This is an optimization exercise on Yosys and OpenROAD, whose aim is small area and a short achievable clock period, not a production implementation.
In this exercise RTL edits were held to simulation tests only and were not proved equivalent to the original.
Power and IR drop assume default switching activity.

## issue_unit
module issue_unit #(
   parameter int MUL_LAT = 4,
   parameter int TAG_W   = 6,
   parameter int DATA_W  = 32
) (
   input  logic              clk,
   input  logic              reset,
   input  logic [5:0]        issueint_opcode,
   input  logic [TAG_W-1:0]  issueint_rdtag,
   input  logic [DATA_W-1:0] issueint_rsdata,
   input  logic [DATA_W-1:0] issueint_rtdata,
   input  logic              issueint_ready,
   output logic              issueint_done,
   input  logic [TAG_W-1:0]  issuemul_rdtag,
   input  logic [DATA_W-1:0] issuemul_rsdata,
   input  logic [DATA_W-1:0] issuemul_rtdata,
   input  logic              issuemul_ready,
   output logic              issuemul_done,
   output logic [TAG_W-1:0]  cdb_tag,
   output logic [DATA_W-1:0] cdb_data,
   output logic              cdb_valid
);
For scale: ~1800 cells after synthesis, ~240 flip-flops.
export LEC_CHECK = 0
export ABC_CLOCK_PERIOD_IN_PS = 4000
export CAP_MARGIN = 20
export CORE_MARGIN = 2
export CORE_UTILIZATION = 40
export PLACE_DENSITY = 0.7
export SETUP_SLACK_MARGIN = 4.6
export SLEW_MARGIN = 20
export SYNTH_HIERARCHICAL = 1
create_clock -name core_clock -period 8.0 [get_ports {clk}]
standard.sh (not shown) runs the stock make flow with config.mk's settings and CLKGATE_MAP_FILE= SYNTH_SCRIPT=/design/flow/synth_recipe.tcl, a recipe that flattens the netlist after the stock synthesis.
==> flow/flow/run.sh <==
#!/bin/bash
set -euo pipefail
export BUFFER_PORTS_ARGS="-buffer_cell sky130_fd_sc_hd__buf_1"
bash standard.sh > standard.log 2>&1
The starting point finished with timing, DRC and antenna clean.
==> next run, changes <==
Settings changed: CORE_UTILIZATION 40 to 55, PLACE_DENSITY 0.7 to not set, SETUP_SLACK_MARGIN 4.6 to 4.45.
- non-clock buffer count shrinks by 35
- synthesized area is unchanged
- critical path depth does not change
- via count shrinks by 5.6%
- register-to-register slack got worse by 0.07 ns
- die area went down by 27%
- power decreases by 4.1%
==> next run, changes <==
Settings changed: CORE_UTILIZATION 55 to 40, PLACE_DENSITY set to 0.7, SETUP_SLACK_MARGIN 4.45 to 4.3.
The changed run finished clean; setup slack is worse by 0.077 ns; die area goes up by 37%; clock power climbs by about 3%; maximum frequency fell by 2.1%; wire length stays flat; design area is lower by 3.2%; sequential share of layout area goes up by 0.60 points; via count is about the same; sequential cell count stays the same.
==> next run, changes <==
Settings changed: CTS_CLUSTER_DIAMETER set to 120, CTS_CLUSTER_SIZE set to 22, PLACE_DENSITY 0.7 to not set, SETUP_SLACK_MARGIN 4.3 to 4.45.
Effect:
- The new run passed the timing, design-rule and antenna checks
- first-iteration DRC count is higher by 3.1%
- non-clock buffer count rose by 41
- worst hold slack gets better by 0.0058 ns
- global-route usage climbs by 0.90 points
- via count rises by 1.0%

## red
issue_unit again, from the RTL that the note above started with.
clock: 8.0 ns
lec_check: 0
abc_clock_period_in_ps: 4000
cap_margin: 20
core_margin: 2
core_utilization: 40
place_density: 0.7
setup_slack_margin: 4.45
slew_margin: 20
synth_hierarchical: 1
Scripts as last shown in full above: flow/flow/run.sh
Setup changes, red to blue
- putting CTS_CLUSTER_SIZE at 22 where nothing was set
- putting CTS_CLUSTER_DIAMETER at 120 where nothing was set
## What came out
- According to the power report, total power for blue is lower than for red.
- Number of detailed-route iterations in the first pass: blue > red
- In blue, hold slack is higher than in red.
#### Input delta (green over blue)
- clearing CTS_CLUSTER_SIZE, which used to be 22
- clearing CTS_CLUSTER_DIAMETER, which used to be 120
- swapping 40 for 50 in CORE_UTILIZATION
### Flow results
All-layer global routing usage: green > blue
The lower global-route wire length before repair of blue and green is in blue.
What blue reported for count of plain and timing-repair buffers has to be multiplied by 1.07 to get the figure for green.
green against blue: areal power density over the cells increased by 4.9% relative to the old numbers, utilization of the core after routing increased by 13 points relative to the old numbers.
Setup changes, green to orange
- PLACE_DENSITY changed from 0.7 to 0.85
- CORE_UTILIZATION changed from 50 to 40
Results
- Summary — global-route usage, orange relative to green: lower, by 5.5 points.
- [orange vs green] part of the total power dissipated in combinational logic: higher in orange
- green → orange: worst-case reg-to-reg path depth shrank by 1; fraction of the cycle the final worst path needs moved down; largest driver fanout on the critical path down 5; critical path depth shows a reduction of 9; fraction of standard cell area in multi-input logic essentially unchanged.

[afterwards: timing with drivers on the ports]
Ports are ideal in the flow. The routed layouts listed here were re-timed in OpenROAD. Step 1 (the two cells are an assumption about what drives the block):
set clk [get_ports {clk}]
set_driving_cell -lib_cell sky130_fd_sc_hd__clkbuf_16 $clk
set_driving_cell -lib_cell sky130_fd_sc_hd__buf_2 [delete_from_list [all_inputs] $clk]
Step 2 also shifts input and output timing later by t, the mid clock arrival at the registers, as if the neighbouring blocks saw the same clock. Slacks: ideal ports / drivers / drivers and shift; pairs: ideal ports / drivers.
run | shift t [ns] | slack for setup (ns) | worst setup path at the end | slew at the worst register clock pin (ns) | worst slew at a driven data input, ns
the first run of note 1 | 0.633 | 4.421 / 4.375 / 3.759 | input to register | 0.07 / 0.07 | 0.25
the second run of note 1 | 0.615 | 4.422 / 4.378 / 3.794 | input to register | 0.06 / 0.06 | 0.13
the third run of note 1 | 0.642 | 4.345 / 4.322 / 3.726 | input to register | 0.07 / 0.07 | 0.14
the fourth run of note 1 | 0.564 | 4.260 / 4.206 / 3.643 | input to register | 0.11 / 0.11 | 0.17
red | 0.622 | 4.400 / 4.347 / 3.725 | input to register | 0.07 / 0.07 | 0.18
blue | 0.547 | 4.316 / 4.216 / 3.669 | input to register | 0.10 / 0.10 | 0.21
green | 0.618 | 4.352 / 4.326 / 3.708 | input to register | 0.07 / 0.07 | 0.12
orange | 0.618 | 4.422 / 4.307 / 3.689 | input to register | 0.08 / 0.08 | 0.24
After both steps every run listed still meets setup and hold. For orange, which loses most, drivers alone change the setup slack by -0.115 ns; drivers and shift together by -0.733 ns.
